This design comes from an exercise in tuning for a short achievable clock period on the open sky130 flow, not from production work.
RTL that was checked went through simulation tests only; none was proved equivalent to the original.
The RTL of runs 3 and 4 was laid out without a check of its function.
No activity file was given, so power comes from the tool's default toggle rates.

==> design/flow/design.v <==
package bp_pkg;
   typedef enum logic [1:0] {
      STRONG_NT = 2'b00,
      WEAK_NT   = 2'b01,
      WEAK_T    = 2'b10,
      STRONG_T  = 2'b11
   } counter_t;
   localparam logic [31:0] STAT_MAX = 32'hFFFF_FFFF;
   function automatic counter_t sat_next(counter_t c, logic taken);
      counter_t n;
      n = c;
      case (c)
         bp_pkg::STRONG_NT: n = taken ? bp_pkg::WEAK_NT  : bp_pkg::STRONG_NT;
         bp_pkg::WEAK_NT:   n = taken ? bp_pkg::WEAK_T   : bp_pkg::STRONG_NT;
         bp_pkg::WEAK_T:    n = taken ? bp_pkg::STRONG_T : bp_pkg::WEAK_NT;
         bp_pkg::STRONG_T:  n = taken ? bp_pkg::STRONG_T : bp_pkg::WEAK_T;
         default:   n = bp_pkg::STRONG_NT;
      endcase
      sat_next = n;
   endfunction
endpackage
module bp_xnor2 (input logic a, b, output logic y);
   assign y = ~(a ^ b);
endmodule
module bp_nand4 (input logic a, b, c, d, output logic y);
   assign y = ~(a & b & c & d);
endmodule
module bp_nand3 (input logic a, b, c, output logic y);
   assign y = ~(a & b & c);
endmodule
module bp_nor4 (input logic a, b, c, d, output logic y);
   assign y = ~(a | b | c | d);
endmodule
module bp_nor3 (input logic a, b, c, output logic y);
   assign y = ~(a | b | c);
endmodule
module bp_a22oi (input logic a1, a2, b1, b2, output logic y);
   assign y = ~((a1 & a2) | (b1 & b2));
endmodule
module bp_or2 (input logic a, b, output logic y);
   assign y = a | b;
endmodule
module bp_o21a (input logic a1, a2, b, output logic y);
   assign y = (a1 | a2) & b;
endmodule
module bp_dec2 (input logic [1:0] a, output logic [3:0] y);
   assign y[0] = ~a[1] & ~a[0];
   assign y[1] = ~a[1] &  a[0];
   assign y[2] =  a[1] & ~a[0];
   assign y[3] =  a[1] &  a[0];
endmodule
module bp_and2 (input logic a, b, output logic y);
   assign y = a & b;
endmodule
module br_predictor_btb
#(
   parameter  int ENTRIES = 16,
   parameter  int HIST_W  = 4,
   localparam int IDX_W   = $clog2(ENTRIES)
) (
   input  logic              CLK,
   input  logic              nRST,
   input  logic [31:0]       lookup_pc,
   output logic              hit,
   output logic              predict,
   output logic [31:0]       pred_target,
   output logic [HIST_W-1:0] pred_hist,
   input  logic              pc_en,
   input  logic              upd_valid,
   input  logic [31:0]       upd_pc,
   input  logic              upd_taken,
   input  logic [31:0]       upd_target,
   input  logic              upd_pred,
   input  logic [HIST_W-1:0] upd_hist,
   output logic [31:0]       br_count,
   output logic [31:0]       mispred_count
);
   localparam int TAG_W = 32 - IDX_W - 2;    
   localparam int NGRP  = (TAG_W + 2 + 3) / 4;   
   logic [ENTRIES-1:0] valid;
   logic [TAG_W-1:0]   tags    [ENTRIES];
   logic [31:0]        targets [ENTRIES];
   logic [1:0]         ctr     [ENTRIES];
   logic [IDX_W-1:0]   l_idx, u_idx;
   logic [TAG_W-1:0]   l_tag, u_tag;
   logic               upd;
   assign l_idx = lookup_pc[IDX_W+1:2];
   assign l_tag = lookup_pc[31:IDX_W+2];
   assign u_idx = upd_pc[IDX_W+1:2];
   assign u_tag = upd_pc[31:IDX_W+2];
   assign upd = upd_valid & pc_en;
   logic [3:0]         l_dlo, l_dhi;
   logic [ENTRIES-1:0] l_vd;
   logic [ENTRIES-1:0] l_a, l_b;   
   bp_dec2 u_dlo (.a(l_idx[1:0]), .y(l_dlo));
   bp_dec2 u_dhi (.a(l_idx[3:2]), .y(l_dhi));
   for (genvar i = 0; i < ENTRIES; i++) begin : g_lk
      logic [4*NGRP-1:0] e;       
      logic [NGRP-1:0]   n;
      for (genvar k = 0; k < TAG_W; k++) begin : g_x
         bp_xnor2 u_x (.a(l_tag[k]), .b(tags[i][k]), .y(e[k]));
      end
      bp_and2 u_vd (.a(valid[i]), .b(l_dlo[i%4]), .y(l_vd[i]));
      assign e[TAG_W]   = l_vd[i];
      assign e[TAG_W+1] = l_dhi[i/4];
      for (genvar g = 0; g < NGRP; g++) begin : g_n
         bp_nand4 u_n (.a(e[4*g]), .b(e[4*g+1]), .c(e[4*g+2]), .d(e[4*g+3]), .y(n[g]));
      end
      bp_nor4 u_a (.a(n[0]), .b(n[1]), .c(n[2]), .d(n[3]), .y(l_a[i]));
      bp_nor3 u_b (.a(n[4]), .b(n[5]), .c(n[6]), .y(l_b[i]));
   end
   localparam int NCOPY = 4;
   logic [NCOPY-1:0] h0, h1;
   for (genvar c = 0; c < NCOPY; c++) begin : g_cp
      logic [ENTRIES/2-1:0] pair_n;   
      for (genvar p = 0; p < ENTRIES/2; p++) begin : g_pr
         bp_a22oi u_p (.a1(l_a[2*p]), .a2(l_b[2*p]), .b1(l_a[2*p+1]), .b2(l_b[2*p+1]),
                       .y(pair_n[p]));
      end
      bp_nand4 u_h0 (.a(pair_n[0]), .b(pair_n[1]), .c(pair_n[2]), .d(pair_n[3]), .y(h0[c]));
      bp_nand4 u_h1 (.a(pair_n[4]), .b(pair_n[5]), .c(pair_n[6]), .d(pair_n[7]), .y(h1[c]));
   end
   logic [31:0] l_tgt;
   logic [1:0]  l_ctr;
   assign l_tgt = targets[l_idx];
   assign l_ctr = ctr[l_idx];
   bp_or2  u_hitg (.a(h0[0]), .b(h1[0]), .y(hit));
   bp_o21a u_pred (.a1(h0[NCOPY-1]), .a2(h1[NCOPY-1]), .b(l_ctr[1]), .y(predict));
   for (genvar b = 0; b < 32; b++) begin : g_tg
      bp_o21a u_t (.a1(h0[b/(32/NCOPY)]), .a2(h1[b/(32/NCOPY)]), .b(l_tgt[b]), .y(pred_target[b]));
   end
   assign pred_hist = '0;
   logic [ENTRIES-1:0] u_sel, u_hit, u_alloc, u_tgt_we;
   always_comb begin
      for (int i = 0; i < ENTRIES; i++) begin
         u_sel[i]    = upd && (u_idx == IDX_W'(i));
         u_hit[i]    = valid[i] && (tags[i] == u_tag);
         u_alloc[i]  = u_sel[i] & ~u_hit[i];
         u_tgt_we[i] = u_sel[i] & (~u_hit[i] | upd_taken);
      end
   end
   always_ff @(posedge CLK or negedge nRST) begin
      if (!nRST) valid <= '0;
      else       valid <= valid | u_alloc;
   end
   always_ff @(posedge CLK) begin
      for (int i = 0; i < ENTRIES; i++) begin
         if (u_alloc[i])  tags[i]    <= u_tag;
         if (u_tgt_we[i]) targets[i] <= upd_target;
         if (u_sel[i]) begin
            if (!u_hit[i]) ctr[i] <= upd_taken ? bp_pkg::WEAK_T : bp_pkg::WEAK_NT;
            else           ctr[i] <= bp_pkg::sat_next(bp_pkg::counter_t'(ctr[i]), upd_taken);
         end
      end
   end
   logic unused_bits;
   assign unused_bits = ^{lookup_pc[1:0], upd_pc[1:0], upd_hist};
   always_ff @(posedge CLK or negedge nRST) begin
      if (!nRST) begin
         br_count      <= '0;
         mispred_count <= '0;
      end else if (upd) begin
         if (br_count != bp_pkg::STAT_MAX) br_count <= br_count + 32'd1;
         if ((upd_pred != upd_taken) && (mispred_count != bp_pkg::STAT_MAX))
            mispred_count <= mispred_count + 32'd1;
      end
   end
endmodule
==> design/flow/flow/run.sh <==
#!/bin/bash
# The standard layout, with the lookup's pins grouped on one stretch of the
# top edge (flow/io.tcl, read by ORFS's floorplan step through IO_CONSTRAINTS)
# and timing-driven global placement weighting its critical nets harder.
set -euo pipefail
cd "$(dirname "$0")/.."
bash standard.sh "IO_CONSTRAINTS=$PWD/flow/io.tcl" \
  "GLOBAL_PLACEMENT_ARGS=-timing_driven_net_weight_max 8 -timing_driven_nets_percentage 15" \
  finish > standard.log 2>&1
==> design/flow/flow/io.tcl <==
# Put the lookup's inputs and outputs together on one stretch of the top edge,
# so the combinational lookup path (lookup_pc -> hit/predict/pred_target) is short.
set_io_pin_constraint -region top:115-235 -pin_names {lookup_pc[2] lookup_pc[3] lookup_pc[4] lookup_pc[5] lookup_pc[6] lookup_pc[7] lookup_pc[8] lookup_pc[9] lookup_pc[10] lookup_pc[11] lookup_pc[12] lookup_pc[13] lookup_pc[14] lookup_pc[15] lookup_pc[16] lookup_pc[17] lookup_pc[18] lookup_pc[19] lookup_pc[20] lookup_pc[21] lookup_pc[22] lookup_pc[23] lookup_pc[24] lookup_pc[25] lookup_pc[26] lookup_pc[27] lookup_pc[28] lookup_pc[29] lookup_pc[30] lookup_pc[31] pred_target[0] pred_target[1] pred_target[2] pred_target[3] pred_target[4] pred_target[5] pred_target[6] pred_target[7] pred_target[8] pred_target[9] pred_target[10] pred_target[11] pred_target[12] pred_target[13] pred_target[14] pred_target[15] pred_target[16] pred_target[17] pred_target[18] pred_target[19] pred_target[20] pred_target[21] pred_target[22] pred_target[23] pred_target[24] pred_target[25] pred_target[26] pred_target[27] pred_target[28] pred_target[29] pred_target[30] pred_target[31] hit predict}
==> design/flow/standard.sh <==
#!/bin/bash
# synth_recipe.tcl (not shown) runs the flow's synth.tcl, then flattens the netlist and writes it again
# the make line also repeats each setting of config.mk as NAME=value (left out here)
make -C /OpenROAD-flow-scripts/flow DESIGN_CONFIG=/design/flow/config.mk WORK_HOME=/design/flow/orfs CLKGATE_MAP_FILE= SYNTH_SCRIPT=/design/flow/synth_recipe.tcl "${@:-finish}"
==> design/flow/config.mk <==
export PLATFORM = sky130hd
export DESIGN_NAME = br_predictor_btb
export DESIGN_NICKNAME = br_predictor_btb
export VERILOG_FILES = /design/flow/design.v
export SDC_FILE = /design/flow/constraint.sdc
export NUM_CORES = 4
export LEC_CHECK = 0
export CAP_MARGIN = 20
export CORE_MARGIN = 2
export CORE_UTILIZATION = 40
export SETUP_SLACK_MARGIN = 3.5
export SLEW_MARGIN = 20
export SYNTH_HIERARCHICAL = 1
export TNS_END_PERCENT = 10
==> design/flow/constraint.sdc <==
create_clock -name core_clock -period 7.0 [get_ports {CLK}]
set_input_delay 1.4000 -clock core_clock [delete_from_list [all_inputs] [get_ports {CLK}]]
set_output_delay 1.4000 -clock core_clock [all_outputs]
set_load 0.01 [all_outputs]
==> impl_results.md, run 1 <==
- Outcome: timing/DRC/antenna clean
- PD cells: 242 mW/mm2
- Cells after DPL: 5040
- Worst R2R Setup Slack: 4.24 ns
- Initial antenna violation count: 10
- IO Count: 208
- Crit Path Category: in -> out
- Fill count: 10100
- Clock Tree Root: clkbuf_16
- DR WL/cell: 31.7 um
- Post-Layout Cell Count: 5383
- H-tree levels: 3
- Worst slew pin tran: 0.879 ns
- CTS Buffer Depth: 3
- First-pass GRT wire length: 239 mm
- Die W: 350 um
- Seq/Total Area, Yosys: 64.5%
- Fmax achieved: 205 MHz
- Area of the multi-input gates: 0.0172 mm2
- Die H: 350 um
- Fraction of layout cells with a size suffix above 1: 19.7%
- Clock latency (worst-skew pair): 0.73 ns
- Vias: 32200
- Critical Path End Type: output port
- Syn Inst Count: 3297
- Synth Warn #: 13
- Power Total: 0.0142 W
- DRT antenna net count: 0
- Post-place setup slack: 0.814 ns
- Synth Cell Area: 0.0478 mm2
- Clock Sink Count: 1040
- Core ar.: 0.118 mm2
- Max-cap viol count: 0
- Period utilization: 69.8%
- Clk slew on worst S/H paths: 0.06 ns
- Routed WL: 170 mm
- Critical Path Source Type: input port
- Rel. slew slack: 40.9%
- GR Overflow Total: 0
- Vias in the first global route: 31500
- Detailed placement HPWL: 106 mm
- Post-synth cell types: 80
- Port buffer count: 195
- Worst Hold Class: reg -> reg
- Fin. Hold Viols: 0
- Remaining DRCs: 0
- Layout Skew: 0.0391 ns
- Storage element area: 0.0308 mm2
- Via density per instance: 5.98
- Fin crit period: 4.88 ns
- Area Growth Syn to Fin: 22.6%
- CP max FO: 8
- VDD IR max: 0.188 mV
- Final worst slack: 2.12 ns
- CTS buffer count: 106
- Cell row count: 126
- Pin count of the biggest net entering global routing: 45
- Most numerous cell in the Yosys netlist: edfxtp_1
- EDFF count, synth: 960
- CTS tree: built
- Iteration-0 DRC count of the detailed router: 4171
- Setup repair after global routing missed its margin: true
- Final slew viol count: 0
- FFs w/ async S/R, synth: 7.69%
- CP required: 5.60 ns
- Initial core utilization: 40.4%
- Yosys top cell area share: 60.3%
- Nets: 3858
- Most area-hungry cell type in the Yosys netlist: edfxtp_1
- Setup Viol. Count Final: 0
- Full die area: 0.122 mm2
- Ys flop type: edfxtp_1
- Layout Utilization: 49.6%
- Largest cells by area after synthesis: edfxtp_1 (60%), xnor2_1 (15%), dfrtp_1 (4.2%)
- GRT Resource Usage Total: 27.6%
- Leak: 19.2 nW
- Avg Inst Size Synth: 14.5 um2
- Synthesis-stage register bit count: 1040
- Setup TNS: 0 ns
- Gp weighted congestion: 0.883
- Drt pass-1 iters: 8
- Crit path DAT: 3.48 ns
- Top cells by instance count after synthesis: edfxtp_1 (960), xnor2_1 (805), nand4_1 (262)
where the power goes:
group	internal, W	switching [W]
sequential	0.00691	0.000101
clock	0.00335	0.00250
combinational	0.000537	0.000776
cell usage in the layout (no fill, tap or decap), types with 26 or more instances in the layout:
cell,netlist,final
a21oi_1,29,29
dfrtp_1,80,80
a22o_1,29,29
xnor2_2,0,36
edfxtp_1,960,960
buf_2,76,39
buf_6,3,57
nand2_1,78,77
nor2_1,88,79
o21a_1,53,36
clkdlybuf4s50_1,0,103
a22oi_1,123,123
xnor2_1,805,768
buf_4,14,194
nor3_1,33,26
and2_1,41,32
a22oi_2,32,32
xor2_1,86,86
clkbuf_16,0,108
nand4_1,262,262
nand3_1,71,68
buf_12,0,46
Yosys stat by module (local to each module, per instance):
| module | area [um2] | flops+latches |
|---|---|---|
| bp_and2 | 6.26 | 0 |
| bp_dec2 | 26.3 | 0 |
| br_predictor_btb | 42200 | 1040 |
| bp_a22oi | 12.5 | 0 |
| bp_xnor2 | 8.76 | 0 |
| bp_nor3 | 10.0 | 0 |
| bp_nand4 | 6.26 | 0 |
| bp_or2 | 6.26 | 0 |
| bp_o21a | 7.51 | 0 |
| bp_nor4 | 12.5 | 0 |
cell families after synthesis:
group / synth area share [%]
AOI/OAI and AO/OA: 8.15
xor gates and xnor gates: 16.3
adders and majority gates: 0.0523
buffers and inverters: 1.63
DFF: 64.5
muxes: 0.484
other: 0.00784
and+or+nand+nor: 8.86
metrics by stage:
step           hold WS, ns  area [um2]
2_1_floorplan        0.441       48400
3_3_place_gp         0.475       52400
3_5_place_dp         0.477       52400
4_1_cts              0.490       57900
5_1_grt              0.501       58600
6_report             0.490       58600
state kept, by name, indices dropped and copies added, names as in the netlist:
signal,flops
tags,416
ctr,32
targets,512
br_count,32
mispred_count,32
valid,16
final cells by class:
cell class	instances	share of cell area, %
tap	1536	3.28
timing repair buffer	475	8.49
multi-input combinational	2100	29.3
clock buffer	142	4.98
antenna	5	0.0213
inverter	27	0.179
clock inverter	58	1.11
sequential	1040	52.6
routing by layer:
layer / GRT usage [%] / wire (um) / vias up
met4: 14.1 / 8960 / 6
met5: 0 / 41 / -
li1: - / - / 13600
met3: 4.14 / 14500 / 301
met1: 37.3 / 68400 / 16500
met2: 43.3 / 78500 / 1744
worst paths after layout:
check / startpoint / endpoint / cells past startpoint
hold reg to reg: valid[3] / valid[3] / 1
max in group asynchronous: nRST / valid[11] / 2
setup / recovery: lookup_pc[12] / pred_target[28] / 13
hold / removal: valid[3] / valid[3] / 1
setup reg to reg: tags[15][6] / targets[15][16] / 6
min in group asynchronous: nRST / mispred_count[29] / 1
timing repair:
item                       CTS  global route
setup endpoints to repair  806           706
resized for setup          425            83
setup buffers               92            37
hold buffers                 0             0
pin swaps                   58            52
hold endpoints to repair     0             0
gates cloned                 9             0
worst max-delay path, cell delays in order:
cell     delay (ns)
buf_6          0.14
buf_16         0.20
xnor2_2        0.13
nand4_1        0.17
nor4_4         0.37
buf_12         0.17
buf_6          0.10
a22oi_2        0.06
nand4_1        0.12
buf_6          0.18
buf_12         0.17
o21a_1         0.14
buf_6          0.11
==> run 2, diff against run 1 <==
==> design/flow/flow/run.sh (replaced) <==
#!/bin/bash
# The standard layout, with the lookup's pins grouped on one stretch of the
# top edge (flow/io.tcl, read by ORFS's floorplan step through IO_CONSTRAINTS).
set -euo pipefail
cd "$(dirname "$0")/.."
bash standard.sh "IO_CONSTRAINTS=$PWD/flow/io.tcl" finish > standard.log 2>&1
==> design/flow/flow/io.tcl (replaced) <==
# Put the data pins on the top edge: the lookup's inputs and outputs together
# in the middle, the update's PC and controls to the left, its target to the
# right, so the tag and target storage gathers near the lookup pins.
set_io_pin_constraint -region top:115-235 -pin_names {lookup_pc[2] lookup_pc[3] lookup_pc[4] lookup_pc[5] lookup_pc[6] lookup_pc[7] lookup_pc[8] lookup_pc[9] lookup_pc[10] lookup_pc[11] lookup_pc[12] lookup_pc[13] lookup_pc[14] lookup_pc[15] lookup_pc[16] lookup_pc[17] lookup_pc[18] lookup_pc[19] lookup_pc[20] lookup_pc[21] lookup_pc[22] lookup_pc[23] lookup_pc[24] lookup_pc[25] lookup_pc[26] lookup_pc[27] lookup_pc[28] lookup_pc[29] lookup_pc[30] lookup_pc[31] pred_target[0] pred_target[1] pred_target[2] pred_target[3] pred_target[4] pred_target[5] pred_target[6] pred_target[7] pred_target[8] pred_target[9] pred_target[10] pred_target[11] pred_target[12] pred_target[13] pred_target[14] pred_target[15] pred_target[16] pred_target[17] pred_target[18] pred_target[19] pred_target[20] pred_target[21] pred_target[22] pred_target[23] pred_target[24] pred_target[25] pred_target[26] pred_target[27] pred_target[28] pred_target[29] pred_target[30] pred_target[31] hit predict}
set_io_pin_constraint -region top:20-110 -pin_names {upd_pc[2] upd_pc[3] upd_pc[4] upd_pc[5] upd_pc[6] upd_pc[7] upd_pc[8] upd_pc[9] upd_pc[10] upd_pc[11] upd_pc[12] upd_pc[13] upd_pc[14] upd_pc[15] upd_pc[16] upd_pc[17] upd_pc[18] upd_pc[19] upd_pc[20] upd_pc[21] upd_pc[22] upd_pc[23] upd_pc[24] upd_pc[25] upd_pc[26] upd_pc[27] upd_pc[28] upd_pc[29] upd_pc[30] upd_pc[31] upd_valid pc_en upd_taken upd_pred}
set_io_pin_constraint -region top:240-330 -pin_names {upd_target[0] upd_target[1] upd_target[2] upd_target[3] upd_target[4] upd_target[5] upd_target[6] upd_target[7] upd_target[8] upd_target[9] upd_target[10] upd_target[11] upd_target[12] upd_target[13] upd_target[14] upd_target[15] upd_target[16] upd_target[17] upd_target[18] upd_target[19] upd_target[20] upd_target[21] upd_target[22] upd_target[23] upd_target[24] upd_target[25] upd_target[26] upd_target[27] upd_target[28] upd_target[29] upd_target[30] upd_target[31]}
==> impl_results.md, run 2 <==
- Setup repair after global routing missed its margin: true
- Clock Sink Count: 1040 (unchanged)
- Critical Path Most Common Cell: buf_6
- Drt pass-1 iters: 7 (-1)
- Top reg by flops: targets
- Clk slew on worst S/H paths: 0.06 ns (about the same)
- Rel. slew slack: 26.5% (-14 points)
- Final instance area: 0.0591 mm2 (+0.89%)
- Final worst slack: 2.10 ns (-0.0157 ns)
- DR WL/cell: 31.8 um (+0.51%)
- Setup Viol. Count Final: 0 (unchanged)
- Die W: 350 um (unchanged)
- Area of the multi-input gates: 0.0172 mm2 (+0.11%)
- Final slew viol count: 0 (unchanged)
- Clock Tree Root: clkbuf_16
- Ys flop type: edfxtp_1
- Cell row count: 126 (unchanged)
- Post-place setup slack: 0.734 ns (-0.0796 ns)
- CTS tree: built
- Worst slew pin tran: 1.10 ns (+0.223 ns)
- H-tree levels: 3 (unchanged)
- Setup TNS: 0 ns (unchanged)
- EDFF count, synth: 960 (unchanged)
- CP required: 5.60 ns (about the same)
- Critical Path Source Type: input port
- Synth Cell Area: 0.0478 mm2 (unchanged)
- Most numerous cell in the Yosys netlist: edfxtp_1
- Period utilization: 70.0% (+0.22 points)
- Via density per instance: 5.97 (-0.13%)
- Yosys top cell area share: 60.3% (unchanged)
- Cell breakdown of the critical path: buf_16, buf_12, buf_12, buf_4, xnor2_1, nand4_1, nor4_4, buf_4, a22oi_2, nand4_1, buf_6, buf_6, buf_6, o21a_1, buf_2
- First-pass GRT wire length: 238 mm (-0.35%)
- Layout Utilization: 50.0% (+0.44 points)
- Synthesis-stage register bit count: 1040 (unchanged)
- Synth Warn #: 13 (unchanged)
- VDD IR max: 0.242 mV (+28%)
- Initial antenna violation count: 13 (+3)
- Crit path largest cell delay: 0.20 ns (-0.17 ns)
- Power Total: 0.0144 W (+1.9%)
- Crit path max-delay family: buffers and inverters
- Top cells by instance count after synthesis: edfxtp_1 (960), xnor2_1 (805), nand4_1 (262)
- Most frequent cells in the layout: edfxtp_1 (960), xnor2_1 (770), nand4_1 (262), buf_4 (190), a22oi_1 (123)
- DRT antenna net count: 0 (unchanged)
- Gp weighted congestion: 0.890 (+0.71%)
- Remaining DRCs: 0 (unchanged)
- CTS Buffer Depth: 3 (unchanged)
- Largest cells by area after synthesis: edfxtp_1 (60%), xnor2_1 (15%), dfrtp_1 (4.2%)
- Fmax achieved: 204 MHz (-0.32%)
- IO Count: 208 (unchanged)
- Fin crit period: 4.90 ns (+0.0157 ns)
- Worst path slowest cell: a22oi_2
- Max reg flops: 512 (unchanged)
- Max-cap viol count: 0 (unchanged)
- PD cells: 244 mW/mm2 (+0.97%)
- Routed WL: 172 mm (+0.94%)
- Avg Inst Size Synth: 14.5 um2 (unchanged)
- Detailed placement HPWL: 108 mm (+2.1%)
- Fill count: 10100 (+0.29%)
- Vias in the first global route: 31400 (-0.43%)
- Core ar.: 0.118 mm2 (unchanged)
- Initial core utilization: 40.4% (unchanged)
- Worst R2R Setup Slack: 4.09 ns (-0.15 ns)
- GR Overflow Total: 0 (unchanged)
- Iteration-0 DRC count of the detailed router: 4107 (-1.5%)
- Layout Skew: 0.0427 ns (+0.00360 ns)
- Pin count of the biggest net entering global routing: 48 (+6.7%)
- CP max FO: 6 (-2)
- Top Registers: targets x512, tags x416
- Leak: 19.4 nW (+1.0%)
- DP Area: 0.0525 mm2 (+0.13%)
- Vias: 32300 (+0.29%)
- Fraction of layout cells with a size suffix above 1: 20.2% (+0.55 points)
- Seq/Total Area, Yosys: 64.5% (unchanged)
- Nets: 3880 (+0.57%)
- Critical path buffers and inverters: 9 (+2)
- Worst Hold Class: reg -> reg
- Port buffer count: 195 (unchanged)
- GRT Resource Usage Total: 27.6% (+0.036 points)
- Syn Inst Count: 3297 (unchanged)
- Critical Path End Type: output port
- Most common cell after layout, fill and taps aside: edfxtp_1
- Fin. Hold Viols: 0 (unchanged)
- Storage element area: 0.0308 mm2 (unchanged)
- Post-CTS Hold Buffers: 0 (unchanged)
- Area Growth Syn to Fin: 23.7%
- CTS buffer count: 109 (+2.8%)
- Die H: 350 um (unchanged)
- Full die area: 0.122 mm2 (unchanged)
- FFs w/ async S/R, synth: 7.69% (unchanged)
- Crit path DAT: 3.50 ns (+0.02 ns)
- Clock latency (worst-skew pair): 0.75 ns (+0.02 ns)
- Crit Path Category: in -> out
- Most area-hungry cell type in the Yosys netlist: edfxtp_1
- Outcome: timing/DRC/antenna clean
- Post-synth cell types: 80 (unchanged)
-- run 2: power by group --
part	switching (W)	leakage (nW)	internal (W)
Combinational	0.000820	7.92	0.000563
Sequential	0.0000985	9.71	0.00691
Clock	0.00257	1.81	0.00348
-- run 2: routing by layer --
metal / vias to the layer above / part of all wire [%] / global-route usage, %
met5: - / 0 / 0
met4: 0 / 5.3 / 13.5
met3: 364 / 8.4 / 4.59
met2: 1715 / 48 / 45.8
met1: 16500 / 38 / 35.2
li1: 13700 / - / -
-- run 2: cells by family after synthesis --
group                      after synthesis  share of synthesized area, %
and+or+nand+nor                        705                          8.86
AOI/OAI and AO/OA                      475                          8.15
muxes                                   21                         0.484
buffers and inverters                  162                          1.63
DFF                                   1040                          64.5
other                                    1                       0.00784
adders and majority gates                2                        0.0523
xor gates and xnor gates               891                          16.3
-- run 2: per-stage QoR --
| stage | hold slack [ns] | std cells |
|---|---|---|
| floorplan | 0.441 | 3300 |
| global placement | 0.462 | 5057 |
| detailed placement | 0.465 | 5057 |
| CTS | 0.479 | 5362 |
| global route | 0.507 | 5404 |
| finish | 0.482 | 5406 |
-- run 2: area by class of cell --
| cell class | instances | area share [%] |
|---|---|---|
| Multi-Input combinational cell | 2101 | 29.1 |
| Inverter | 27 | 0.171 |
| Clock inverter | 70 | 1.41 |
| Timing Repair Buffer | 493 | 9.03 |
| Antenna cell | 9 | 0.0381 |
| Clock buffer | 130 | 4.85 |
| Tap cell | 1536 | 3.25 |
| Sequential cell | 1040 | 52.1 |
-- run 2: worst paths after layout --
kind	from	to	cells after the start
worst min register to register	valid[5]	valid[5]	1
worst max-delay path	lookup_pc[9]	pred_target[11]	15
max in group asynchronous	nRST	mispred_count[5]	2
worst min-delay path	valid[5]	valid[5]	1
min in group asynchronous	nRST	valid[1]	1
worst max register to register	tags[15][22]	targets[15][28]	6
-- run 2: worst reg2reg max path: stages (launching register included) --
cell	delay, ns
edfxtp_1	0.41
xor2_1	0.16
nor4_1	0.49
nand4_1	0.32
or3_4	0.58
o21a_4	0.36
buf_4	0.32
-- run 2: per-module statistics from Yosys (local to each module, per instance), excerpt --
module	area, um2	flops+latches
bp_xnor2	8.76	0
bp_a22oi	12.5	0
bp_nor4	12.5	0
bp_nand4	6.26	0
bp_o21a	7.51	0
bp_nor3	10.0	0
bp_or2	6.26	0
-- run 2: what timing repair did --
action | 4_1_cts | 5_1_grt
pin swaps | 75 | 31
setup buffers | 97 | 32
gates resized for setup | 442 | 79
endpoints found under the setup margin | 725 | 812
cloned | 8 | 3
==> run 3, diff against run 2 <==
--- a/design/flow/design.v
+++ b/design/flow/design.v
@@ -52,6 +52,9 @@
 module bp_and2 (input logic a, b, output logic y);
    assign y = a & b;
 endmodule
+module bp_xor2 (input logic a, b, output logic y);
+   assign y = a ^ b;
+endmodule
 module br_predictor_btb
 #(
    parameter  int ENTRIES = 16,
@@ -79,6 +82,7 @@
    localparam int NGRP  = (TAG_W + 2 + 3) / 4;   
    logic [ENTRIES-1:0] valid;
    logic [TAG_W-1:0]   tags    [ENTRIES];
+   logic [TAG_W-1:0]   tags_ln [ENTRIES];   
    logic [31:0]        targets [ENTRIES];
    logic [1:0]         ctr     [ENTRIES];
    logic [IDX_W-1:0]   l_idx, u_idx;
@@ -98,7 +102,7 @@
       logic [4*NGRP-1:0] e;       
       logic [NGRP-1:0]   n;
       for (genvar k = 0; k < TAG_W; k++) begin : g_x
-         bp_xnor2 u_x (.a(l_tag[k]), .b(tags[i][k]), .y(e[k]));
+         bp_xor2 u_x (.a(l_tag[k]), .b(tags_ln[i][k]), .y(e[k]));
       end
       bp_and2 u_vd (.a(valid[i]), .b(l_dlo[i%4]), .y(l_vd[i]));
       assign e[TAG_W]   = l_vd[i];
@@ -146,6 +150,7 @@
    always_ff @(posedge CLK) begin
       for (int i = 0; i < ENTRIES; i++) begin
          if (u_alloc[i])  tags[i]    <= u_tag;
+         if (u_alloc[i])  tags_ln[i] <= ~u_tag;
          if (u_tgt_we[i]) targets[i] <= upd_target;
          if (u_sel[i]) begin
             if (!u_hit[i]) ctr[i] <= upd_taken ? bp_pkg::WEAK_T : bp_pkg::WEAK_NT;
==> impl_results.md, run 3 <==
- Clk slew on worst S/H paths: 0.06 ns (about the same)
- CTS Buffer Depth: 3 (unchanged)
- Fmax achieved: 206 MHz (+0.79%)
- Fraction of layout cells with a size suffix above 1: 18.7% (-1.5 points)
- Max reg flops: 512 (unchanged)
- Routed met2 length: 87.7 mm (+5.9%)
- Yosys top cell area share: 68.6% (+8.3 points)
- Logic pwr share: 7.2% (-2.4 points)
- Max-cap viol count: 0 (unchanged)
- CTS tree: built
- Sw Ratio: 22.9% (-1.2 points)
- Met1 WL: 74.6 mm (+14%)
- Crit path max-delay family: buffers and inverters
- Setup TNS: 0 ns (unchanged)
- Fin crit period: 4.86 ns (-0.0384 ns)
- Full die area: 0.154 mm2 (+26%)
- Port buffer count: 195 (unchanged)
- Outcome: timing/DRC/antenna clean
- Vias in the first global route: 34300 (+9.3%)
- Critical Path Most Common Cell: buf_12
- Gp weighted congestion: 0.880 (-1.1%)
- Syn Inst Count: 3731 (+13%)
- Most area-hungry cell type in the Yosys netlist: edfxtp_1
- Worst slew pin tran: 1.19 ns (+0.0912 ns)
- Ys flop type: edfxtp_1
- Detailed placement HPWL: 109 mm (+0.87%)
- Crit path largest cell delay: 0.35 ns (+0.15 ns)
- VDD IR max: 0.272 mV (+13%)
- First-pass GRT wire length: 254 mm (+6.8%)
- Final slew viol count: 0 (unchanged)
- Clock latency (worst-skew pair): 0.80 ns (+0.05 ns)
- Remaining DRCs: 0 (unchanged)
- Die H: 392 um (+12%)
- PD cells: 256 mW/mm2 (+5.0%)
- Critical path buffers and inverters: 6 (-3)
- Synth Cell Area: 0.0602 mm2 (+26%)
- Layout Skew: 0.0360 ns (-0.00674 ns)
- Top Registers: targets x512, tags x416, tags_ln x416
- Critical Path Source Type: input port
- Most frequent cells in the layout: edfxtp_1 (1376), xor2_1 (499), xnor2_1 (393), nand4_1 (265), buf_4 (204)
- Synthesis-stage register bit count: 1456 (+40%)
- EDFF count, synth: 1376 (+43%)
- Seq pwr share: 52.1% (+3.6 points)
- Seq/Total Area, Yosys: 71.9% (+7.4 points)
- Largest cells by area after synthesis: edfxtp_1 (69%), xor2_1 (7.3%), xnor2_1 (5.7%)
- Cell breakdown of the critical path: buf_12, buf_12, buf_4, xor2_1, nand4_1, nor4_4, buf_6, a22oi_2, nand4_1, buf_12, o21a_1, clkdlybuf4s15_2
- CTS buffer count: 149 (+37%)
- Vias: 35600 (+10%)
- Via density per instance: 5.56 (-6.9%)
- H-tree levels: 4 (+1)
- Leak: 24.7 nW (+27%)
- Setup repair after global routing missed its margin: true
- Net Sw Power: 0.00431 W (+24%)
- DRT antenna net count: 0 (unchanged)
- Post-synth cell types: 76 (-5.0%)
- Worst path slowest cell: nor4_4
- Drt pass-1 iters: 6 (-1)
- Initial antenna violation count: 37 (+24)
- Post-place setup slack: 0.784 ns (+0.0497 ns)
- DR WL/cell: 28.4 um (-11%)
- GRT Resource Usage Total: 23.3% (-4.3 points)
- Initial core utilization: 40.3% (-0.17 points)
- FFs w/ async S/R, synth: 5.49% (-2.2 points)
- Rel. slew slack: 19.7% (-6.8 points)
- Die W: 392 um (+12%)
- Period utilization: 69.5% (-0.55 points)
- Worst Hold Class: reg -> reg
- CP required: 5.60 ns (about the same)
- Setup Viol. Count Final: 0 (unchanged)
- Synth Warn #: 15 (+2)
- Most numerous cell in the Yosys netlist: edfxtp_1
- Core ar.: 0.150 mm2 (+27%)
- CP max FO: 9 (+3)
- Highest routed layer: met5
- Avg Inst Size Synth: 16.1 um2 (+11%)
- Top reg by flops: targets
- Top cells by instance count after synthesis: edfxtp_1 (1376), xor2_1 (500), xnor2_1 (393)
- Clock Sink Count: 1456 (+40%)
- Iteration-0 DRC count of the detailed router: 3966 (-3.4%)
- IO Count: 208 (unchanged)
- Clk network pwr share: 40.8% (-1.1 points)
- Final worst slack: 2.14 ns (+0.0384 ns)
- Cell row count: 142 (+13%)
- Fin. Hold Viols: 0 (unchanged)
- Met3 wire len: 12.4 mm (-14%)
- Clock Tree Root: clkbuf_16
- Crit Path Category: in -> out
- Most common cell after layout, fill and taps aside: edfxtp_1
- Crit path DAT: 3.46 ns (-0.04 ns)
- Critical Path End Type: output port
- Pin count of the biggest net entering global routing: 57 (+19%)
- Routed WL: 182 mm (+5.8%)
- GR Overflow Total: 0 (unchanged)
- Internal: 0.0145 W (+33%)
- Area Growth Syn to Fin: 21.9%
- Nets: 4356 (+12%)
[run 3: cell types whose count changed after synthesis, sizes merged, moves of 26 or more]
cell,delta
xor2,+415
xnor2,-412
edfxtp,+416
buf,-55
inv,+26
clkbuf,+59
[run 3: Yosys stat by module, one instance, submodules excluded, a selection]
module            cells  cell area [um2]
bp_o21a               1             7.51
bp_dec2               4             26.3
bp_xor2               1             8.76
bp_nor3               1             10.0
bp_and2               1             6.26
bp_nor4               1             12.5
bp_or2                1             6.26
br_predictor_btb   3073            54700
[run 3: area by class of cell]
cell class	instances	area (um2)
sequential	1456	43300
timing repair buffer	498	5630
multi-input combinational	2091	17000
inverter	52	195
fill	12600	76100
clock buffer	203	4080
tap	2016	2520
antenna	24	60.1
clock inverter	68	607
[run 3: per-stage QoR]
step / util [%] / total power, W / area, um2 / hold WS, ns / std cells
floorplan: - / 0.0105 / 61000 / 0.441 / 3734
global placement: 43.9 / 0.0112 / 65700 / 0.476 / 5964
detailed placement: 43.9 / 0.0112 / 65700 / 0.473 / 5964
CTS: 48.9 / 0.0189 / 73100 / 0.467 / 6370
global route: 49.1 / 0.0194 / 73400 / 0.496 / 6404
finish: 49.1 / 0.0188 / 73500 / 0.482 / 6408
[run 3: logic make-up (layout without fill, tap and decap cells)]
group | count (synthesis) | count (layout) | share of synthesized area (%)
other | 1 | 28 | 0.00623
AOI/OAI and AO/OA | 459 | 459 | 6.33
xor gates and xnor gates | 894 | 894 | 13.0
muxes | 23 | 23 | 0.424
DFF | 1456 | 1456 | 71.9
adders and majority gates | 2 | 2 | 0.0415
buffers and inverters | 191 | 821 | 1.30
and+or+nand+nor | 705 | 709 | 6.96
[run 3: final timing paths]
path / slack [ns] / start / to / cells past startpoint
worst min register to register: 0.48 / br_count[14] / br_count[14] / 1
worst min-delay path: 0.48 / br_count[14] / br_count[14] / 1
worst max-delay path: 2.14 / lookup_pc[9] / pred_target[0] / 12
worst max register to register: 3.93 / tags[9][18] / tags[9][10] / 6
max in group asynchronous: 5.28 / nRST / valid[6] / 2
min in group asynchronous: 0.51 / nRST / mispred_count[2] / 1
[run 3: per-layer routing]
metal,vias to the layer above,global-route usage (%)
met2,1400,37.5
li1,15500,-
met5,-,0
met3,305,4.33
met4,10,9.66
met1,18400,31.1
[run 3: power groups by stage]
stage | Sequential (W) | Clock, W | Combinational [W]
detailed placement | 0.00999 | 0 | 0.00119
global placement | 0.00998 | 0 | 0.00118
global route | 0.00982 | 0.00813 | 0.00143
CTS | 0.00981 | 0.00779 | 0.00134
floorplan | 0.00996 | 0 | 0.000578
finish | 0.00981 | 0.00768 | 0.00135
[run 3: timing repair]
| action | 4_1_cts | 5_1_grt |
|---|---|---|
| pin swaps | 89 | 34 |
| setup buffers | 108 | 12 |
| setup endpoints to repair | 1385 | 1266 |
| hold buffers | 0 | 0 |
| cloned | 27 | 2 |
| resized for setup | 553 | 39 |
==> run 4, diff against run 3 <==
==> design/flow/flow/run.sh (replaced) <==
#!/bin/bash
# The standard layout, with the lookup's pins grouped on one stretch of the
# top edge (flow/io.tcl, read by ORFS's floorplan step through IO_CONSTRAINTS)
# and timing-driven global placement weighting its critical nets harder.
set -euo pipefail
cd "$(dirname "$0")/.."
bash standard.sh "IO_CONSTRAINTS=$PWD/flow/io.tcl" \
  "GLOBAL_PLACEMENT_ARGS=-timing_driven_net_weight_max 8 -timing_driven_nets_percentage 15" \
  finish > standard.log 2>&1
==> impl_results.md, run 4 <==
- CTS buffer count: 149 (unchanged)
- Final slew viol count: 0 (unchanged)
- Fraction of layout cells with a size suffix above 1: 20.2% (+1.5 points)
- Routed met2 length: 89.7 mm (+2.3%)
- Outcome: timing/DRC/antenna clean
- Critical Path Source Type: input port
- Worst Hold Class: in -> async
- Vias in the first global route: 34800 (+1.3%)
- GRT Resource Usage Total: 23.9% (+0.62 points)
- Clk network pwr share: 40.9% (about the same)
- Layout Utilization: 49.9% (+0.78 points)
- Avg Inst Size Synth: 16.1 um2 (unchanged)
- Logic pwr share: 7.5% (+0.3 points)
- Pin count of the biggest net entering global routing: 56 (-1.8%)
- Most frequent cells in the layout: edfxtp_1 (1376), xor2_1 (491), xnor2_1 (393), nand4_1 (265), buf_4 (235)
- Worst slew pin tran: 1.12 ns (-0.0693 ns)
- Ys flop type: edfxtp_1
- CTS tree: built
- First-pass GRT wire length: 260 mm (+2.4%)
- Reg-to-reg critical path endpoint: tags_ln[9][23]
- Period utilization: 70.2% (+0.70 points)
- Top reg by flops: targets
- Worst Reg2Reg Path Length in Cells: 6 (unchanged)
- Area Growth Syn to Fin: 23.9%
- Drt pass-1 iters: 7 (+1)
- GR Overflow Total: 0 (unchanged)
- Max-cap viol count: 0 (unchanged)
- Most numerous cell in the Yosys netlist: edfxtp_1
- Iteration-0 DRC count of the detailed router: 3828 (-3.5%)
- Fin crit period: 4.91 ns (+0.0491 ns)
- Die H: 392 um (unchanged)
- Crit path DAT: 3.51 ns (+0.05 ns)
- Synth Warn #: 15 (unchanged)
- Vias: 36000 (+1.2%)
- Worst R2R Setup Slack: 3.73 ns (-0.20 ns)
- Seq pwr share: 51.6% (-0.5 points)
- Syn Inst Count: 3731 (unchanged)
- Post-place setup slack: 0.856 ns (+0.0724 ns)
- Synthesis-stage register bit count: 1456 (unchanged)
- Detailed placement HPWL: 110 mm (+1.3%)
- DR WL/cell: 28.8 um (+1.5%)
- Die W: 392 um (unchanged)
- Gp weighted congestion: 0.873 (-0.85%)
- Full die area: 0.154 mm2 (unchanged)
- Sw Ratio: 23.3% (+0.39 points)
- Via density per instance: 5.57 (+0.28%)
- CP required: 5.60 ns (about the same)
- CP max FO: 6 (-3)
- Clock Tree Root: clkbuf_16
- Leak: 25.2 nW (+2.3%)
- RR Startpoint: tags[9][0]
- Final worst slack: 2.09 ns (-0.0491 ns)
- Crit Path Category: in -> out
- Top cells by instance count after synthesis: edfxtp_1 (1376), xor2_1 (500), xnor2_1 (393)
- CTS Buffer Depth: 3 (unchanged)
- Post-synth cell types: 76 (unchanged)
- Layout Skew: 0.0416 ns (+0.00562 ns)
- EDFF count, synth: 1376 (unchanged)
- Routed WL: 186 mm (+2.4%)
- Cell row count: 142 (unchanged)
- Initial core utilization: 40.3% (unchanged)
- Seq/Total Area, Yosys: 71.9% (unchanged)
- Net Sw Power: 0.00443 W (+2.6%)
- Yosys top cell area share: 68.6% (unchanged)
- Clock Sink Count: 1456 (unchanged)
- Post-CTS Hold Buffers: 0 (unchanged)
- Highest routed layer: met5
- VDD IR max: 0.207 mV (-24%)
- Core ar.: 0.150 mm2 (unchanged)
- H-tree levels: 4 (unchanged)
- Synth Cell Area: 0.0602 mm2 (unchanged)
- Most area-hungry cell type in the Yosys netlist: edfxtp_1
- FFs w/ async S/R, synth: 5.49% (unchanged)
- Largest cells by area after synthesis: edfxtp_1 (69%), xor2_1 (7.3%), xnor2_1 (5.7%)
- Port buffer count: 195 (unchanged)
- Setup repair after global routing missed its margin: true
- Met3 wire len: 12.8 mm (+3.1%)
- Top Registers: targets x512, tags x416, tags_ln x416
- Clock latency (worst-skew pair): 0.82 ns (+0.02 ns)
- Rel. slew slack: 24.3% (+4.7 points)
- Nets: 4424 (+1.6%)
- Setup Viol. Count Final: 0 (unchanged)
- DRT antenna net count: 0 (unchanged)
- Max reg flops: 512 (unchanged)
- Internal: 0.0146 W (+0.40%)
- Remaining DRCs: 0 (unchanged)
- PD cells: 255 mW/mm2 (-0.66%)
- Most common cell after layout, fill and taps aside: edfxtp_1
- Setup TNS: 0 ns (unchanged)
- Fin. Hold Viols: 0 (unchanged)
- IO Count: 208 (unchanged)
- Critical Path End Type: output port
- Fmax achieved: 204 MHz (-1.0%)
- Clk slew on worst S/H paths: 0.07 ns (about the same)
- Initial antenna violation count: 30 (-19%)
- Met1 WL: 76.1 mm (+2.0%)
==> run 4: cell families after synthesis <==
logic type | Yosys count | synth area share, %
simple gates | 705 | 6.96
flops | 1456 | 71.9
xor+xnor | 894 | 13.0
buf+inv | 191 | 1.30
compound gates | 459 | 6.33
mux | 23 | 0.424
fa+ha+maj | 2 | 0.0415
other cells | 1 | 0.00623
==> run 4: modules after synthesis (local to each module, per instance), a selection <==
module | area [um2] | flops+latches
br_predictor_btb | 54700 | 1456
bp_dec2 | 26.3 | 0
bp_a22oi | 12.5 | 0
bp_nor4 | 12.5 | 0
bp_nor3 | 10.0 | 0
bp_xor2 | 8.76 | 0
bp_o21a | 7.51 | 0
bp_or2 | 6.26 | 0
bp_nand4 | 6.26 | 0
==> run 4: timing repair <==
item	CTS	global route
gates resized for setup	594	79
endpoints found under the setup margin	1379	1187
pin swaps	139	67
setup buffers	142	38
gates cloned	44	2
==> run 4: per-stage QoR <==
stage / std cells / total power [W] / hold slack (ns) / area, um2
after global routing: 6466 / 0.0195 / 0.504 / 74600
after floorplan: 3734 / 0.0105 / 0.441 / 61000
after CTS: 6409 / 0.0191 / 0.455 / 74000
after detailed placement: 5955 / 0.0112 / 0.483 / 65700
final: 6467 / 0.0190 / 0.486 / 74600
after global placement: 5955 / 0.0112 / 0.479 / 65700
==> run 4: power by group through the flow <==
stage	sequential [W]	clock (W)	combinational, W
CTS	0.00980	0.00788	0.00140
finish	0.00981	0.00778	0.00143
global route	0.00982	0.00820	0.00150
floorplan	0.00996	0	0.000578
detailed placement	0.00999	0	0.00120
global placement	0.00998	0	0.00119
==> run 4: how the worst max path moves through the flow <==
stage	from	to	cells after the start
after detailed placement	lookup_pc[11]	pred_target[5]	9
after global routing	lookup_pc[15]	pred_target[5]	13
after CTS	lookup_pc[3]	pred_target[9]	12
final	lookup_pc[16]	pred_target[5]	13
after floorplan	lookup_pc[3]	pred_target[0]	8
after global placement	lookup_pc[5]	pred_target[24]	10
==> run 4: critical path: stages <==
cell,delay [ns]
buf_12,0.12
buf_12,0.14
buf_12,0.13
xor2_1,0.11
nand4_1,0.25
nor4_4,0.32
buf_4,0.20
a22oi_2,0.09
nand4_1,0.18
buf_12,0.14
buf_8,0.11
o21a_1,0.15
buf_2,0.14
==> run 4: layout make-up <==
class,count,area [um2]
repair buffers,563,6560
clock inverters,80,817
flip-flops and latches,1456,43300
diodes,18,45.0
well taps,2016,2520
multi-input cells,2094,17200
clock buffers,188,3920
fillers,12500,75000
inverters,52,195
==> run 4: per-layer routing <==
metal	GRT usage [%]	vias up
met5	0	-
met4	10.3	4
met3	3.46	324
met2	38.9	1434
met1	32.1	18600
li1	-	15600
==> run 5, diff against run 4 <==
--- a/design/flow/design.v
+++ b/design/flow/design.v
@@ -52,9 +52,6 @@
 module bp_and2 (input logic a, b, output logic y);
    assign y = a & b;
 endmodule
-module bp_xor2 (input logic a, b, output logic y);
-   assign y = a ^ b;
-endmodule
 module br_predictor_btb
 #(
    parameter  int ENTRIES = 16,
@@ -82,7 +79,6 @@
    localparam int NGRP  = (TAG_W + 2 + 3) / 4;   
    logic [ENTRIES-1:0] valid;
    logic [TAG_W-1:0]   tags    [ENTRIES];
-   logic [TAG_W-1:0]   tags_ln [ENTRIES];   
    logic [31:0]        targets [ENTRIES];
    logic [1:0]         ctr     [ENTRIES];
    logic [IDX_W-1:0]   l_idx, u_idx;
@@ -102,7 +98,7 @@
       logic [4*NGRP-1:0] e;       
       logic [NGRP-1:0]   n;
       for (genvar k = 0; k < TAG_W; k++) begin : g_x
-         bp_xor2 u_x (.a(l_tag[k]), .b(tags_ln[i][k]), .y(e[k]));
+         bp_xnor2 u_x (.a(l_tag[k]), .b(tags[i][k]), .y(e[k]));
       end
       bp_and2 u_vd (.a(valid[i]), .b(l_dlo[i%4]), .y(l_vd[i]));
       assign e[TAG_W]   = l_vd[i];
@@ -150,7 +146,6 @@
    always_ff @(posedge CLK) begin
       for (int i = 0; i < ENTRIES; i++) begin
          if (u_alloc[i])  tags[i]    <= u_tag;
-         if (u_alloc[i])  tags_ln[i] <= ~u_tag;
          if (u_tgt_we[i]) targets[i] <= upd_target;
          if (u_sel[i]) begin
             if (!u_hit[i]) ctr[i] <= upd_taken ? bp_pkg::WEAK_T : bp_pkg::WEAK_NT;
==> impl_results.md, run 5 <==
- Reg-to-reg critical path endpoint: targets[15][6]
- Fill count: 9933 (-21%)
- Initial antenna violation count: 8 (-73%)
- Top Registers: targets x512, tags x416
- Worst Reg2Reg Path Length in Cells: 6 (unchanged)
- Seq/Total Area, Yosys: 64.5% (-7.4 points)
- CP required: 5.60 ns (about the same)
- Setup repair after global routing missed its margin: true
- Avg Inst Size Synth: 14.5 um2 (-10%)
- Outcome: timing/DRC/antenna clean
- Most numerous cell in the Yosys netlist: edfxtp_1
- Clk network pwr share: 40.1% (-0.8 points)
- Worst Hold Class: reg -> reg
- DRT antenna net count: 0 (unchanged)
- Core ar.: 0.118 mm2 (-21%)
- Die W: 350 um (-11%)
- Seq pwr share: 49.5% (-2.1 points)
- Clk slew on worst S/H paths: 0.06 ns (about the same)
- VDD IR max: 0.249 mV (+20%)
- Clock Sink Count: 1040 (-29%)
- EDFF count, synth: 960 (-30%)
- Worst slew pin tran: 0.907 ns (-0.217 ns)
- IO Count: 208 (unchanged)
- Cells after DPL: 5051 (-15%)
- Max-cap viol count: 0 (unchanged)
- Critical Path Source Type: input port
- Port buffer count: 195 (unchanged)
- Fin crit period: 4.81 ns (-0.104 ns)
- Nets: 3950 (-11%)
- Sw Ratio: 24.6% (+1.3 points)
- Vias: 32600 (-9.5%)
- Iteration-0 DRC count of the detailed router: 4127 (+7.8%)
- Post-Layout Cell Count: 5479 (-15%)
- Layout Skew: 0.0765 ns (+0.0349 ns)
- First-pass GRT wire length: 243 mm (-6.6%)
- Syn Inst Count: 3297 (-12%)
- Clock latency (worst-skew pair): 0.74 ns (-0.08 ns)
- Period utilization: 68.7% (-1.5 points)
- Net Sw Power: 0.00347 W (-22%)
- Most common cell after layout, fill and taps aside: edfxtp_1
- Internal: 0.0107 W (-27%)
- Remaining DRCs: 0 (unchanged)
- Setup Viol. Count Final: 0 (unchanged)
- Ys flop type: edfxtp_1
- Synth Cell Area: 0.0478 mm2 (-21%)
- Routed WL: 175 mm (-6.0%)
- CP max FO: 8 (+2)
- DR WL/cell: 32.0 um (+11%)
- Yosys top cell area share: 60.3% (-8.3 points)
- Area Growth Syn to Fin: 25.6%
- GRT Resource Usage Total: 28.2% (+4.3 points)
- Rel. slew slack: 39.3% (+15 points)
- Cell row count: 126 (-11%)
- Crit Path Category: in -> out
- Gp weighted congestion: 0.875 (+0.30%)
- Clock Tree Root: clkbuf_16
- RR Startpoint: tags[15][22]
- Synth Warn #: 13 (-2)
- Synthesis-stage register bit count: 1040 (-29%)
- Logic pwr share: 10.4% (+2.9 points)
- Pin count of the biggest net entering global routing: 48 (-14%)
- Top cells by instance count after synthesis: edfxtp_1 (960), xnor2_1 (805), nand4_1 (262)
- Top reg by flops: targets
- Final slew viol count: 0 (unchanged)
- Max reg flops: 512 (unchanged)
- Detailed placement HPWL: 108 mm (-2.3%)
- Post-synth cell types: 80 (+5.3%)
- Die H: 350 um (-11%)
- Fmax achieved: 208 MHz (+2.2%)
- Post-CTS Hold Buffers: 0 (unchanged)
- FFs w/ async S/R, synth: 7.69% (+2.2 points)
- CTS buffer count: 108 (-28%)
- GR Overflow Total: 0 (unchanged)
- Crit path to: pred_target[26]
- Critical Path End Type: output port
- Fin. Hold Viols: 0 (unchanged)
- CTS Buffer Depth: 3 (unchanged)
- Via density per instance: 5.95 (+6.8%)
- Full die area: 0.122 mm2 (-20%)
- H-tree levels: 3 (-1)
- Worst Hold Launch: valid[13]
- Crit path DAT: 3.41 ns (-0.10 ns)
- Fraction of layout cells with a size suffix above 1: 21.9% (+1.7 points)
- Setup TNS: 0 ns (unchanged)
- Power Total: 0.0141 W (-26%)
- Most frequent cells in the layout: edfxtp_1 (960), xnor2_1 (762), nand4_1 (262), buf_4 (244), a22oi_1 (122)
- PD cells: 236 mW/mm2 (-7.5%)
- Worst R2R Setup Slack: 4.12 ns (+0.39 ns)
- Largest cells by area after synthesis: edfxtp_1 (60%), xnor2_1 (15%), dfrtp_1 (4.2%)
- CTS tree: built
- Leak: 19.9 nW (-21%)
- Crit path from: lookup_pc[4]
- Most area-hungry cell type in the Yosys netlist: edfxtp_1
- Initial core utilization: 40.4% (+0.17 points)
- Vias in the first global route: 31700 (-8.8%)
- Drt pass-1 iters: 6 (-1)
==> run 5: cell types whose count changed after synthesis, sizes merged, moves of 7 or more <==
| cell | previous run | this run |
|---|---|---|
| inv | 52 | 26 |
| clkbuf | 97 | 38 |
| nor4b | 11 | 4 |
| buf | 42 | 97 |
| xnor2 | 393 | 805 |
| xor2 | 501 | 86 |
| a22o | 19 | 29 |
| o21ai | 13 | 20 |
| a32oi | 10 | 1 |
| a21oi | 15 | 29 |
| edfxtp | 1376 | 960 |
==> run 5: critical path, stage by stage <==
cell and delay [ns]:
buf_16 0.13, buf_16 0.15, nor2b_4 0.25, buf_4 0.17, nand4_1 0.14, nor3_4 0.21
buf_4 0.16, a22oi_2 0.08, nand4_1 0.14, buf_12 0.15, buf_12 0.14, o21a_1 0.13
buf_2 0.14
==> run 5: cell type report <==
class | instances | area (um2) | area share [%]
clock buffer | 134 | 2870 | 4.78
multi-input combinational | 2102 | 17400 | 28.9
clock inverter | 68 | 589 | 0.981
antenna | 9 | 22.5 | 0.0375
inverter | 27 | 109 | 0.181
tap | 1536 | 1920 | 3.20
timing repair buffer | 563 | 6360 | 10.6
sequential | 1040 | 30800 | 51.3
==> run 5: routing by layer <==
metal	part of all wire, %	GRT usage [%]
met1	38	36.4
met2	47	45.7
met3	9.2	5.40
met4	5.7	13.8
met5	0.015	0
==> run 5: Yosys stat by module (local to each module, per instance) <==
module            flip-flops and latches  cell area [um2]  cells  copies in the design
bp_dec2                                0             26.3      4                     2
bp_nor4                                0             12.5      1                    16
bp_or2                                 0             6.26      1                     1
bp_o21a                                0             7.51      1                    33
bp_xnor2                               0             8.76      1                   416
bp_nor3                                0             10.0      1                    16
bp_nand4                               0             6.26      1                   120
br_predictor_btb                    1040            42200   2639                     1
bp_and2                                0             6.26      1                    16
bp_a22oi                               0             12.5      1                    32
==> run 5: worst min-delay path by stage <==
stage,to,slack [ns],cells after the start
4_1_cts,valid[13],0.48,1
6_report,valid[13],0.48,1
2_1_floorplan,valid[0],0.44,1
3_5_place_dp,valid[13],0.47,1
5_1_grt,valid[13],0.49,1
3_3_place_gp,valid[0],0.46,1
==> run 5: what timing repair did <==
item,in CTS,in global routing
pin swaps,90,65
resized for setup,457,94
gates cloned,18,4
endpoints found under the hold margin,0,0
setup endpoints to repair,674,654
buffers inserted,133,62
==> run 5: power by group through the flow <==
| stage | combinational [W] | sequential (W) | clock (W) |
|---|---|---|---|
| after floorplan | 0.000587 | 0.00712 | 0 |
| after global placement | 0.00122 | 0.00713 | 0 |
| after detailed placement | 0.00122 | 0.00713 | 0 |
| after CTS | 0.00139 | 0.00700 | 0.00572 |
| after global routing | 0.00152 | 0.00702 | 0.00595 |
| final | 0.00147 | 0.00701 | 0.00567 |
==> run 5: cell families (layout without fill, tap and decap cells) <==
| logic type | after synthesis | after routing | synth area share, % |
|---|---|---|---|
| flops | 1040 | 1040 | 64.5 |
| fa+ha+maj | 2 | 2 | 0.0523 |
| buf+inv | 162 | 792 | 1.63 |
| mux | 21 | 21 | 0.484 |
| other cells | 1 | 13 | 0.00784 |
| xor+xnor | 891 | 891 | 16.3 |
| compound gates | 475 | 478 | 8.15 |
| simple gates | 705 | 706 | 8.86 |
==> run 5: per-stage QoR <==
step | instance area (um2) | setup WS (ns) | hold WS (ns) | util (%)
after global routing | 60100 | 2.14 | 0.489 | 50.8
after global placement | 52500 | 0.795 | 0.463 | 44.4
after CTS | 59000 | 2.17 | 0.481 | 49.9
final | 60100 | 2.19 | 0.482 | 50.8
after detailed placement | 52600 | 0.701 | 0.469 | 44.4
after floorplan | 48400 | 2.92 | 0.441 | -
==> run 6, diff against run 5 <==
--- a/design/flow/flow/run.sh
+++ b/design/flow/flow/run.sh
@@ -5,5 +5,5 @@
 set -euo pipefail
 cd "$(dirname "$0")/.."
 bash standard.sh "IO_CONSTRAINTS=$PWD/flow/io.tcl" \
-  "GLOBAL_PLACEMENT_ARGS=-timing_driven_net_weight_max 8 -timing_driven_nets_percentage 15" \
+  "GLOBAL_PLACEMENT_ARGS=-timing_driven_net_weight_max 20 -timing_driven_nets_percentage 25" \
   finish > standard.log 2>&1
==> impl_results.md, run 6 <==
- Clock Tree Root: clkbuf_16
- GRT Resource Usage Total: 27.6% (-0.63 points)
- Core ar.: 0.118 mm2 (unchanged)
- Clock latency (worst-skew pair): 0.74 ns (about the same)
- H-tree levels: 3 (unchanged)
- First-pass GRT wire length: 240 mm (-1.5%)
- Post-synth cell types: 80 (unchanged)
- IO Count: 208 (unchanged)
- Drt pass-1 iters: 7 (+1)
- Storage element area: 0.0308 mm2 (unchanged)
- Area of the multi-input gates: 0.0173 mm2 (-0.18%)
- Leak: 19.4 nW (-2.6%)
- Max-cap viol count: 0 (unchanged)
- PD cells: 238 mW/mm2 (+0.98%)
- Synthesis-stage register bit count: 1040 (unchanged)
- Routed WL: 172 mm (-1.9%)
- Iteration-0 DRC count of the detailed router: 4455 (+7.9%)
- Max reg flops: 512 (unchanged)
- Port buffer count: 195 (unchanged)
- Critical Path End Type: output port
- DR WL/cell: 31.7 um (-0.85%)
- Worst slew pin tran: 1.09 ns (+0.185 ns)
- Layout Skew: 0.0744 ns (-0.00214 ns)
- Synth Cell Area: 0.0478 mm2 (unchanged)
- Sw Ratio: 24.8% (+0.23 points)
- Fmax achieved: 208 MHz (about the same)
- Most common cell after layout, fill and taps aside: edfxtp_1
- Clock Sink Count: 1040 (unchanged)
- Met3 wire len: 16.3 mm (+1.5%)
- Clk network pwr share: 40.1% (about the same)
- Logic pwr share: 9.8% (-0.6 points)
- Final slew viol count: 0 (unchanged)
- Most frequent cells in the layout: edfxtp_1 (960), xnor2_1 (769), nand4_1 (262), buf_4 (230), a22oi_1 (123)
- Ys flop type: edfxtp_1
- Worst R2R Setup Slack: 3.92 ns (-0.20 ns)
- CTS Buffer Depth: 3 (unchanged)
- Die W: 350 um (unchanged)
- Setup TNS: 0 ns (unchanged)
- Most area-hungry cell type in the Yosys netlist: edfxtp_1
- Die H: 350 um (unchanged)
- Initial core utilization: 40.4% (unchanged)
- Setup Viol. Count Final: 0 (unchanged)
- Layout Utilization: 49.9% (-0.92 points)
- Fill count: 10100 (+1.2%)
- DRT antenna net count: 0 (unchanged)
- Fin crit period: 4.80 ns (-0.00357 ns)
- Period utilization: 68.6% (about the same)
- Highest routed layer: met5
- CTS tree: built
- Worst Reg2Reg Path Length in Cells: 6 (unchanged)
- Compound-Gate Fraction of Synth Area: 8.15% (unchanged)
- Yosys top cell area share: 60.3% (unchanged)
- Critical Path Most Common Cell: buf_12
- Most numerous cell in the Yosys netlist: edfxtp_1
- RR Startpoint: tags[11][25]
- Cell breakdown of the critical path: buf_16, buf_12, xnor2_2, nand4_1, nor4_4, buf_4, a22oi_2, nand4_1, buf_12, buf_12, buf_16, o21a_1, buf_2
- Rel. slew slack: 26.6% (-13 points)
- Reg-to-reg critical path endpoint: targets[11][3]
- Crit Path Category: in -> out
- EDFF count, synth: 960 (unchanged)
- Remaining DRCs: 0 (unchanged)
- Routed met2 length: 81.4 mm (-1.3%)
- CTS buffer count: 108 (unchanged)
- GR Overflow Total: 0 (unchanged)
- Worst Hold Launch: mispred_count[25]
- Crit path largest cell delay: 0.42 ns (+0.17 ns)
- Met1 WL: 66.9 mm (+0.23%)
- Internal: 0.0105 W (-1.2%)
- Area Growth Syn to Fin: 23.4%
- Synth Warn #: 13 (unchanged)
- CP max FO: 5 (-3)
- Seq/Total Area, Yosys: 64.5% (unchanged)
- Top reg by flops: targets
- Worst path slowest cell: nor4_4
- Crit path from: lookup_pc[12]
- Critical Path Source Type: input port
- Nets: 3895 (-1.4%)
- Syn Inst Count: 3297 (unchanged)
- Top cells by instance count after synthesis: edfxtp_1 (960), xnor2_1 (805), nand4_1 (262)
- Post-synthesis mux area share: 0.484% (unchanged)
- Crit path to: pred_target[7]
- Initial antenna violation count: 3 (-5)
- Fraction of layout cells with a size suffix above 1: 20.4% (-1.6 points)
- Post-Synth XOR/XNOR Area: 16.3% (unchanged)
- Vias in the first global route: 31400 (-0.87%)
- VDD IR max: 0.212 mV (-15%)
- Vias: 32300 (-0.82%)
- Worst Hold Class: reg -> reg
- Detailed placement HPWL: 108 mm (+0.55%)
- Worst path depth: 13 (unchanged)
- Outcome: timing/DRC/antenna clean
- Cell row count: 126 (unchanged)
- Setup repair after global routing missed its margin: true
- Top Registers: targets x512, tags x416
- Adder-cell share of the synthesized area: 0.0523% (unchanged)
- Avg Inst Size Synth: 14.5 um2 (unchanged)
- Post-synthesis simple-gate area fraction: 8.86% (unchanged)
- Pin count of the biggest net entering global routing: 63 (+31%)
- Crit path DAT: 3.40 ns (about the same)
- Crit path max-delay family: buffers and inverters
- Critical path buffers and inverters: 7 (unchanged)
- Via density per instance: 5.97 (+0.24%)
- Fin. Hold Viols: 0 (unchanged)
- CP required: 5.60 ns (about the same)
- Gp weighted congestion: 0.878 (+0.27%)
- FFs w/ async S/R, synth: 7.69% (unchanged)
- Largest cells by area after synthesis: edfxtp_1 (60%), xnor2_1 (15%), dfrtp_1 (4.2%)
- Clk slew on worst S/H paths: 0.06 ns (about the same)
- Full die area: 0.122 mm2 (unchanged)
- Seq pwr share: 50.1% (+0.6 points)
- Post-CTS Hold Buffers: 0 (unchanged)
- Combinational family with the most area after synthesis: XOR/XNOR gates
- Net Sw Power: 0.00348 W (about the same)
## run 6: power by group through the flow
stage	logic (W)	registers, W	clock network [W]
floorplan	0.000587	0.00712	0
global placement	0.00118	0.00715	0
CTS	0.00132	0.00702	0.00567
detailed placement	0.00118	0.00715	0
finish	0.00138	0.00702	0.00562
global route	0.00143	0.00703	0.00590
## run 6: metrics by stage
| stage | worst slack (ns) | area (um2) | hold WS (ns) | std cells | total power [W] |
|---|---|---|---|---|---|
| floorplan | 2.92 | 48400 | 0.441 | 3300 | 0.00771 |
| global placement | 0.638 | 52300 | 0.486 | 5032 | 0.00833 |
| detailed placement | 0.558 | 52300 | 0.488 | 5032 | 0.00833 |
| CTS | 2.16 | 58100 | 0.497 | 5361 | 0.0140 |
| global route | 2.17 | 59000 | 0.509 | 5419 | 0.0144 |
| finish | 2.20 | 59000 | 0.498 | 5421 | 0.0140 |
## run 6: final cells by class
cell class / count / share of cell area, %
Antenna cell: 3 / 0.0127
Sequential cell: 1040 / 52.3
Clock inverter: 70 / 0.972
Multi-Input combinational cell: 2101 / 29.4
Inverter: 27 / 0.185
Clock buffer: 135 / 4.81
Timing Repair inverter: 1 / 0.00849
Tap cell: 1536 / 3.26
Timing Repair Buffer: 508 / 9.09
## run 6: cell families (layout without fill, tap and decap cells)
group	Yosys count	after routing
XOR/XNOR	891	891
other	1	7
AO/OA/AOI/OAI	475	476
buffers and inverters	162	741
AND/OR/NAND/NOR	705	707
adder cells (fa/ha/maj)	2	2
multiplexers	21	21
flip-flops	1040	1040
## run 6: routing by layer
layer	vias up	track usage (%)
met4	4	10.2
met3	337	5.12
met1	16400	36.4
li1	13700	-
met5	-	0
met2	1894	45.4
## run 6: timing repair
action,4_1_cts,5_1_grt
buffers inserted,109,50
resized for setup,413,79
pin swaps,72,45
cloned,15,7
setup endpoints to repair,810,868
hold endpoints to repair,0,0
## run 6: Yosys stat by module, one instance, submodules excluded
module            copies in the design  area (um2)  flip-flops and latches
bp_nand4                           120        6.26                       0
bp_nor4                             16        12.5                       0
bp_nor3                             16        10.0                       0
bp_a22oi                            32        12.5                       0
bp_dec2                              2        26.3                       0
bp_and2                             16        6.26                       0
bp_or2                               1        6.26                       0
bp_xnor2                           416        8.76                       0
bp_o21a                             33        7.51                       0
br_predictor_btb                     1       42200                    1040
## run 6: worst min path at each step
stage                              to  cells after the start  slack, ns
floorplan                    valid[0]                      1       0.44
global placement    mispred_count[25]                      1       0.49
detailed placement  mispred_count[25]                      1       0.49
CTS                 mispred_count[25]                      1       0.50
global route        mispred_count[25]                      1       0.51
finish              mispred_count[25]                      1       0.50
## run 6: worst register-to-register path, cell delays in order (launching register included)
cell and delay, ns:
edfxtp_1 0.50, xnor2_1 0.21, nand4_1 0.15, nor4_2 0.96
nand3_1 0.32, o21a_2 0.29, buf_4 0.33

-- port drivers added, routing unchanged --
In the flow no input, the clock included, has a driving cell. The finished layouts below were timed again as built, in two steps. Step 1: set_driving_cell puts a clkbuf_16 on CLK and a buf_2 on each other input, an assumption about the parent block. Step 2 moves the port delays by t, midway between the first and last clock arrival at a register: inputs arrive t later, outputs are due t later. That takes back most of the time a late clock gives input paths. Slacks: ideal / step 1 / step 2; pairs: ideal / step 1.
run | t, ns | setup WS [ns] | worst setup path after step 2 | worst register clock-pin slew, ns | cell pins on the clock port's net
run 1 | 0.780 | 2.115 / 1.931 / 1.931 | input to output | 0.07 / 0.07 | 1
run 2 | 0.805 | 2.099 / 1.914 / 1.914 | input to output | 0.07 / 0.07 | 1
run 3 | 0.853 | 2.138 / 1.852 / 1.852 | input to output | 0.07 / 0.07 | 1
run 4 | 0.873 | 2.089 / 1.853 / 1.853 | input to output | 0.07 / 0.07 | 1
run 5 | 0.778 | 2.193 / 1.988 / 1.988 | input to output | 0.07 / 0.07 | 1
run 6 | 0.777 | 2.197 / 1.948 / 1.948 | input to output | 0.07 / 0.07 | 1
After both steps every run listed still meets setup and hold. The setup slack of run 3, which loses most, moves by -0.286 ns with the drivers and by -0.286 ns with both steps.
